What follows belongs to an exercise in optimizing a design on an open flow for small area, a short achievable clock period and few clock cycles per item; a production flow would make more cautious choices.
At most, simulation tests tie the RTL to the original design; equivalence was not proved.
Power is estimated from default activity; no workload was simulated.

==> flow/design.v <==
module cakeLane
#(
	parameter bit FallsDown = 1'b1,
	parameter logic [1:0] Speed = 2'd1,
	parameter logic [53:0] StartY = '0,
	parameter int NumWrap = 6,
	parameter logic [17:0] WrapOrder = '0
)(
	input logic update,
	input logic rst,
	input logic step,
	output logic [8:0] ringShift,
	output logic [8:0] driftShift,
	input logic [8:0] ringY,
	input logic [9:0] driftY,
	input logic qYHigh,
	output logic [5:0] rowHit
);
	localparam int CakesPerLane = 6;
	localparam int Ring = 480 / Speed;
	localparam int CakeSize = 20;
	localparam int CountW = FallsDown ? 9 : $clog2(Ring);
	logic [CountW-1:0] count;
	logic [7:0] drift;
	logic [2:0] wraps;
	logic [CakesPerLane-1:0] wrapped;
	logic atEdge;
	logic roundEnd;
	logic [CountW-1:0] countNext;
	logic [7:0] driftUp;
	if (Speed == 2'd2)
	begin : gShift2
		assign ringShift = 9'({count, 1'b0});
	end
	else
	begin : gShift1
		assign ringShift = 9'(count);
	end
	assign driftShift = {drift, 1'b0};
	function automatic logic inWindow9(input logic [8:0] pos, input int lo);
		int a;
		int b;
		a = (lo + 1) % 512;
		b = (lo + CakeSize - 1) % 512;
		if (a <= b)
			inWindow9 = (pos >= 9'(a)) && (pos <= 9'(b));
		else
			inWindow9 = (pos >= 9'(a)) || (pos <= 9'(b));
	endfunction
	function automatic logic inWindow10(input logic [9:0] pos, input int lo);
		int a;
		int b;
		a = (lo + 1) % 1024;
		b = (lo + CakeSize - 1) % 1024;
		if (a <= b)
			inWindow10 = (pos >= 10'(a)) && (pos <= 10'(b));
		else
			inWindow10 = (pos >= 10'(a)) || (pos <= 10'(b));
	endfunction
	function automatic logic [CountW-1:0] countAt(input int m);
		countAt = FallsDown ? CountW'((512 - m) % 512) : CountW'(m);
	endfunction
	function automatic int edgeMoves(input int w);
		int k;
		k = int'(StartY[9*WrapOrder[3*w +: 3] +: 9]) / int'(Speed);
		edgeMoves = FallsDown ? Ring - k : k;
	endfunction
	function automatic int wrapRank(input int c);
		wrapRank = CakesPerLane;
		for (int w = 0; w < NumWrap; w++)
			if (int'(WrapOrder[3*w +: 3]) == c)
				wrapRank = w;
	endfunction
	assign countNext[0] = !count[0];
	for (genvar i = 1; i < CountW; i++)
	begin : gCountNext
		if (FallsDown)
			assign countNext[i] = count[i] ^ !(|count[i-1:0]);
		else
			assign countNext[i] = count[i] ^ (&count[i-1:0]);
	end
	assign driftUp[0] = !drift[0];
	for (genvar i = 1; i < 8; i++)
	begin : gDriftUp
		assign driftUp[i] = drift[i] ^ (&drift[i-1:0]);
	end
	always_comb
	begin
		for (int c = 0; c < CakesPerLane; c++)
		begin
			int s;
			s = int'(StartY[9*c +: 9]);
			wrapped[c] = (wraps > 3'(wrapRank(c)));
			if (Speed != 2'd1 && s % 2 == 1)
				rowHit[c] = ({drift, 1'b0} > 9'(s)) ? inWindow10(driftY, s + 512) : inWindow10(driftY, s);
			else if (wrapped[c])
				rowHit[c] = !qYHigh && inWindow9(ringY, FallsDown ? s + 32 : s + 512 - 32);
			else
				rowHit[c] = !qYHigh && inWindow9(ringY, s);
		end
	end
	always_ff @(posedge update)
	begin
		if (rst)
		begin
			count <= '0;
			drift <= '0;
			wraps <= '0;
			atEdge <= 1'b0;
			roundEnd <= 1'b0;
		end
		else if (step)
		begin
			if (atEdge)
			begin
				wraps <= wraps + 3'd1;
				atEdge <= 1'b0;
			end
			else
			begin
				if (roundEnd)
				begin
					count <= '0;
					wraps <= '0;
				end
				else
					count <= countNext;
				drift <= driftUp;
				atEdge <= 1'b0;
				for (int w = 0; w < NumWrap; w++)
					if (!roundEnd && wraps == 3'(w) && count == countAt(edgeMoves(w) - 1))
						atEdge <= 1'b1;
				roundEnd <= !roundEnd && (count == countAt(Ring - 2));
			end
		end
	end
endmodule
module cakeRowAdd
#(
	parameter int W = 12
)(
	input logic [W-1:0] a,
	input logic [W-1:0] b,
	input logic cin,
	output logic [W-1:0] sum,
	output logic carry5
);
	logic [W-1:0] p0;
	logic [W-1:0] g;
	logic [W-1:0] p;
	always_comb
	begin
		p0 = a ^ b;
		g = a & b;
		p = p0;
		g[0] = g[0] | (p0[0] & cin);
		for (int d = 1; d < W; d = 2 * d)
			for (int i = W - 1; i >= d; i--)
			begin
				g[i] = g[i] | (p[i] & g[i-d]);
				p[i] = p[i] & p[i-d];
			end
		carry5 = g[4];
		sum[0] = p0[0] ^ cin;
		for (int i = 1; i < W; i++)
			sum[i] = p0[i] ^ g[i-1];
	end
endmodule
module pixelQueryFifo
(
	input logic update,
	input logic rst,
	input logic pixelReq,
	input logic [9:0] pixelX,
	input logic [9:0] pixelY,
	output logic pixelAck,
	input logic [35:0] laneRingShift,
	input logic [8:0] driftShift,
	output logic qValid,
	output logic [3:0] qLane,
	output logic qYHigh,
	output logic [35:0] qRingY,
	output logic [9:0] qDriftY,
	input logic qPop
);
	localparam int CakeSize = 20;
	localparam logic [39:0] LaneX = {10'd510, 10'd240, 10'd100, 10'd65};
	logic push;
	logic [3:0] inLane;
	logic takenValid;
	logic [3:0] takenLane;
	logic [9:0] takenY;
	logic [8:0] shiftNow;
	logic [8:0] shift;
	logic [9:0] frameNext;
	logic carry5;
	logic [3:0] ring2HighNext;
	logic [9:0] frame;
	logic [3:0] ring2High;
	assign push = pixelReq && !pixelAck && !takenValid;
	always_comb
	begin
		shiftNow = '0;
		for (int l = 0; l < 4; l++)
			shiftNow = shiftNow | (inLane[l] ? ((l == 2) ? driftShift : laneRingShift[9*l +: 9]) : 9'd0);
	end
	always_comb
	begin
		for (int l = 0; l < 4; l++)
			inLane[l] = (pixelX > LaneX[10*l +: 10]) && ({1'b0, pixelX} < {1'b0, LaneX[10*l +: 10]} + 11'(CakeSize));
	end
	always_ff @(posedge update)
	begin
		if (rst)
		begin
			pixelAck <= 1'b0;
			takenValid <= 1'b0;
			qValid <= 1'b0;
		end
		else
		begin
			if (push)
				pixelAck <= 1'b1;
			else if (!pixelReq)
				pixelAck <= 1'b0;
			if (push)
				takenValid <= 1'b1;
			else if (!qValid)
				takenValid <= 1'b0;
			if (!qValid)
				qValid <= takenValid;
			else if (qPop)
				qValid <= 1'b0;
		end
	end
	always_ff @(posedge update)
	begin
		if (!takenValid)
		begin
			takenLane <= inLane;
			takenY <= pixelY;
			shift <= shiftNow;
		end
	end
	cakeRowAdd #(.W(10)) frameAdd (
		.a(takenY),
		.b({1'b0, shift}),
		.cin(1'b0),
		.sum(frameNext),
		.carry5(carry5)
	);
	logic [3:0] ring2High0;
	logic [3:0] ring2High1;
	assign ring2High0 = takenY[8:5] + laneRingShift[18+5 +: 4];
	assign ring2High1 = takenY[8:5] + laneRingShift[18+5 +: 4] + 4'd1;
	assign ring2HighNext = carry5 ? ring2High1 : ring2High0;
	always_ff @(posedge update)
	begin
		if (!qValid)
		begin
			qLane <= takenLane;
			qYHigh <= takenY[9];
			frame <= frameNext;
			ring2High <= ring2HighNext;
		end
	end
	always_comb
	begin
		qRingY = {frame[8:0], {ring2High, frame[4:0]}, frame[8:0], frame[8:0]};
		qDriftY = frame;
	end
endmodule
module cakeHitTester
(
	input logic update,
	input logic rst,
	input logic qValid,
	input logic [3:0] qLane,
	output logic qPop,
	input logic [23:0] rowHit,
	output logic hitReq,
	output logic [23:0] hitMask,
	input logic hitAck
);
	localparam int NumLanes = 4;
	localparam int CakesPerLane = 6;
	logic [5:0] cakeNow;
	logic [3:0] hitLane;
	logic [5:0] hitCake;
	always_comb
	begin
		cakeNow = '0;
		for (int l = 0; l < NumLanes; l++)
			cakeNow = cakeNow | (qLane[l] ? rowHit[l * CakesPerLane +: CakesPerLane] : '0);
	end
	assign qPop = qValid && !hitReq && !hitAck;
	always_ff @(posedge update)
	begin
		if (rst)
			hitReq <= 1'b0;
		else if (qPop)
			hitReq <= 1'b1;
		else if (hitAck)
			hitReq <= 1'b0;
	end
	always_ff @(posedge update)
	begin
		if (!hitReq)
		begin
			hitLane <= qLane;
			hitCake <= cakeNow;
		end
	end
	always_comb
	begin
		for (int l = 0; l < NumLanes; l++)
			hitMask[l * CakesPerLane +: CakesPerLane] = hitLane[l] ? hitCake : '0;
	end
endmodule
module cakeField
(
	input logic update,
	input logic rst,
	input logic step,
	input logic pixelReq,
	input logic [9:0] pixelX,
	input logic [9:0] pixelY,
	output logic pixelAck,
	output logic hitReq,
	output logic [23:0] hitMask,
	input logic hitAck
);
	localparam int NumLanes = 4;
	localparam logic [3:0] LaneFallsDown = 4'b1001;
	localparam logic [7:0] LaneSpeed = {2'd1, 2'd2, 2'd1, 2'd1};
	localparam logic [215:0] LaneStartY = {
		{9'd400, 9'd330, 9'd255, 9'd200, 9'd100, 9'd20},
		{9'd375, 9'd350, 9'd210, 9'd180, 9'd75, 9'd25},
		{9'd440, 9'd340, 9'd290, 9'd220, 9'd150, 9'd50},
		{9'd450, 9'd370, 9'd290, 9'd200, 9'd150, 9'd70}
	};
	localparam logic [15:0] LaneNumWrap = {4'd6, 4'd3, 4'd6, 4'd6};
	localparam logic [71:0] LaneWrapOrder = {
		{3'd0, 3'd1, 3'd2, 3'd3, 3'd4, 3'd5},
		{3'd0, 3'd0, 3'd0, 3'd4, 3'd3, 3'd2},
		{3'd5, 3'd4, 3'd3, 3'd2, 3'd1, 3'd0},
		{3'd0, 3'd1, 3'd2, 3'd3, 3'd4, 3'd5}
	};
	logic [23:0] rowHit;
	logic qValid;
	logic [3:0] qLane;
	logic qYHigh;
	logic qPop;
	logic [35:0] laneRingShift;
	logic [35:0] laneDriftShift;
	logic [35:0] qRingY;
	logic [9:0] qDriftY;
	for (genvar g = 0; g < NumLanes; g++)
	begin : gLane
		cakeLane #(
			.FallsDown(LaneFallsDown[g]),
			.Speed(LaneSpeed[2*g +: 2]),
			.StartY(LaneStartY[54*g +: 54]),
			.NumWrap(int'(LaneNumWrap[4*g +: 4])),
			.WrapOrder(LaneWrapOrder[18*g +: 18])
		) lane (
			.update(update),
			.rst(rst),
			.step(step),
			.ringShift(laneRingShift[9*g +: 9]),
			.driftShift(laneDriftShift[9*g +: 9]),
			.ringY(qRingY[9*g +: 9]),
			.driftY(qDriftY),
			.qYHigh(qYHigh),
			.rowHit(rowHit[6*g +: 6])
		);
	end
	pixelQueryFifo queryFifo (
		.update(update),
		.rst(rst),
		.pixelReq(pixelReq),
		.pixelX(pixelX),
		.pixelY(pixelY),
		.pixelAck(pixelAck),
		.laneRingShift(laneRingShift),
		.driftShift(laneDriftShift[18 +: 9]),
		.qValid(qValid),
		.qLane(qLane),
		.qYHigh(qYHigh),
		.qRingY(qRingY),
		.qDriftY(qDriftY),
		.qPop(qPop)
	);
	cakeHitTester hitTester (
		.update(update),
		.rst(rst),
		.qValid(qValid),
		.qLane(qLane),
		.qPop(qPop),
		.rowHit(rowHit),
		.hitReq(hitReq),
		.hitMask(hitMask),
		.hitAck(hitAck)
	);
endmodule
clock: 4.5 ns
lec_check: 0
cap_margin: 20
core_margin: 2
core_utilization: 40
setup_slack_margin: 2.3
slew_margin: 20
standard.sh (not shown) runs the stock make flow with config.mk's settings and CLKGATE_MAP_FILE= SYNTH_SCRIPT=/design/flow/synth_recipe.tcl, a recipe that flattens the netlist after the stock synthesis.
==> flow/flow/run.sh <==
#!/bin/bash
# Own layout flow: the standard flow, with the port buffers made from
# plain buffers (the standard flow picks a slow delay cell for them) and
# with the resizer free to swap a cell for one of another footprint.
# Synthesis is the standard one, run unchanged.
set -euo pipefail
bash standard.sh synth > synth.log 2>&1
bash standard.sh \
	"BUFFER_PORTS_ARGS=-buffer_cell sky130_fd_sc_hd__buf_4" \
	MATCH_CELL_FOOTPRINT=0 \
	finish > layout.log 2>&1
Testbench counts at the start, summed over its fixed seeds: cycles 7,096, queries 3,072.
==> next run, changes <==
--- a/flow/design.v
+++ b/flow/design.v
@@ -187,28 +187,21 @@
 	localparam logic [39:0] LaneX = {10'd510, 10'd240, 10'd100, 10'd65};
 	logic push;
 	logic [3:0] inLane;
 	logic takenValid;
 	logic [3:0] takenLane;
 	logic [9:0] takenY;
-	logic [8:0] shiftNow;
 	logic [8:0] shift;
 	logic [9:0] frameNext;
 	logic carry5;
 	logic [3:0] ring2HighNext;
 	logic [9:0] frame;
 	logic [3:0] ring2High;
 	assign push = pixelReq && !pixelAck && !takenValid;
 	always_comb
 	begin
-		shiftNow = '0;
-		for (int l = 0; l < 4; l++)
-			shiftNow = shiftNow | (inLane[l] ? ((l == 2) ? driftShift : laneRingShift[9*l +: 9]) : 9'd0);
-	end
-	always_comb
-	begin
 		for (int l = 0; l < 4; l++)
 			inLane[l] = (pixelX > LaneX[10*l +: 10]) && ({1'b0, pixelX} < {1'b0, LaneX[10*l +: 10]} + 11'(CakeSize));
 	end
 	always_ff @(posedge update)
 	begin
 		if (rst)
@@ -236,15 +229,20 @@
 	always_ff @(posedge update)
 	begin
 		if (!takenValid)
 		begin
 			takenLane <= inLane;
 			takenY <= pixelY;
-			shift <= shiftNow;
 		end
 	end
+	always_comb
+	begin
+		shift = '0;
+		for (int l = 0; l < 4; l++)
+			shift = shift | (takenLane[l] ? ((l == 2) ? driftShift : laneRingShift[9*l +: 9]) : 9'd0);
+	end
 	cakeRowAdd #(.W(10)) frameAdd (
 		.a(takenY),
 		.b({1'b0, shift}),
 		.cin(1'b0),
 		.sum(frameNext),
 		.carry5(carry5)
Result:
- The changed run ran to the end with no violations
- cell count came out lower by 1.4%
- via count came out higher by 1.4%
- routed wire length came out lower by 0.84%
- total power came out lower by 17%
- first-iteration DRC count came out higher by 0.95%
- design area came out lower by 4.7%
For the second run of this note, only the layout was checked, not whether the RTL still works.

========
// cakeField: RTL as listed in full above, without the edits since
Settings: LEC_CHECK=0, CAP_MARGIN=20, CORE_MARGIN=2, CORE_UTILIZATION=40, CTS_BUF_LIST=sky130_fd_sc_hd__clkbuf_4 sky130_fd_sc_hd__clkbuf_8, SETUP_SLACK_MARGIN=2.2, SLEW_MARGIN=20; clock period 4.5 ns.
==> flow/flow/run.sh <==
#!/bin/bash
# Own layout flow: the standard flow, with the port buffers made from
# plain buffers (the standard flow picks a slow delay cell for them) and
# with the resizer free to swap a cell for one of another footprint.
# Synthesis is the standard one except that it leaves adders to ABC
# instead of mapping them to the library's full/half adder cells
# (ADDER_MAP_FILE empty); registers and their names are unchanged.
set -euo pipefail
bash standard.sh ADDER_MAP_FILE= synth > synth.log 2>&1
bash standard.sh \
	ADDER_MAP_FILE= \
	"BUFFER_PORTS_ARGS=-buffer_cell sky130_fd_sc_hd__buf_2" \
	MATCH_CELL_FOOTPRINT=0 \
	finish > layout.log 2>&1
Testbench counts at the start, summed over its fixed seeds: cycles 7,096, queries 3,072.
==> next run, changes <==
--- a/flow/design.v
+++ b/flow/design.v
@@ -22,7 +22,8 @@
 	localparam int CountW = FallsDown ? 9 : $clog2(Ring);
 	logic [CountW-1:0] count;
 	logic [7:0] drift;
-	logic [2:0] wraps;
+	localparam int WrapsW = $clog2(NumWrap + 1);
+	logic [WrapsW-1:0] wraps;
 	logic [CakesPerLane-1:0] wrapped;
 	logic atEdge;
 	logic roundEnd;
@@ -90,7 +91,7 @@
 		begin
 			int s;
 			s = int'(StartY[9*c +: 9]);
-			wrapped[c] = (wraps > 3'(wrapRank(c)));
+			wrapped[c] = (wraps > WrapsW'(wrapRank(c)));
 			if (Speed != 2'd1 && s % 2 == 1)
 				rowHit[c] = ({drift, 1'b0} > 9'(s)) ? inWindow10(driftY, s + 512) : inWindow10(driftY, s);
 			else if (wrapped[c])
@@ -113,7 +114,7 @@
 		begin
 			if (atEdge)
 			begin
-				wraps <= wraps + 3'd1;
+				wraps <= wraps + WrapsW'(1);
 				atEdge <= 1'b0;
 			end
 			else
@@ -128,7 +129,7 @@
 				drift <= driftUp;
 				atEdge <= 1'b0;
 				for (int w = 0; w < NumWrap; w++)
-					if (!roundEnd && wraps == 3'(w) && count == countAt(edgeMoves(w) - 1))
+					if (!roundEnd && wraps == WrapsW'(w) && count == countAt(edgeMoves(w) - 1))
 						atEdge <= 1'b1;
 				roundEnd <= !roundEnd && (count == countAt(Ring - 2));
 			end
- The new run went through all stages and came out clean
- total power barely changes
- design area stays flat
- synthesized area went up by 1.0%
- setup slack got worse by 69 ps
- routed wire length rose by 5.1%
- core utilization came out lower by 0.41 points
- global-route usage went up by 0.56 points
- clock power shrinks by about 8%
- combinational power came out higher by 10%
- cell count is higher by 2.1%
The RTL of the second run of this note was laid out without a check of its function.

## static timing again, ports no longer ideal
The flow's constraints put no driver on any port. The routed layouts listed below were extracted and timed again, unchanged, in two steps. Step 1 (the two cells are an assumption about what drives the block):
set clk [get_ports {update}]
set_driving_cell -lib_cell sky130_fd_sc_hd__clkbuf_16 $clk
set_driving_cell -lib_cell sky130_fd_sc_hd__buf_2 [delete_from_list [all_inputs] $clk]
Step 2 moves the port delays by t, midway between the first and last clock arrival at a register: inputs arrive t later, outputs are due t later. That takes back most of the time a late clock gives input paths. a / b / c = ideal ports / drivers / drivers and shift; a / b = the first two.
run | t, ns | setup slack, ns | worst register clock-pin slew, ns | cell pins on the clock port's net
the first run of note 1 | 0.459 | 2.275 / 2.275 / 1.955 | 0.06 / 0.06 | 1
the second run of note 1 | 0.397 | 1.829 / 1.829 / 1.829 | 0.08 / 0.08 | 1
the first run of note 2 | 0.472 | 2.183 / 2.183 / 1.742 | 0.08 / 0.08 | 1
the second run of note 2 | 0.475 | 2.114 / 2.114 / 1.869 | 0.07 / 0.07 | 1
After both steps setup and hold are still met in every run listed. For the first run of note 2, which loses most, drivers alone change the setup slack by 0.000 ns; drivers and shift together by -0.441 ns.
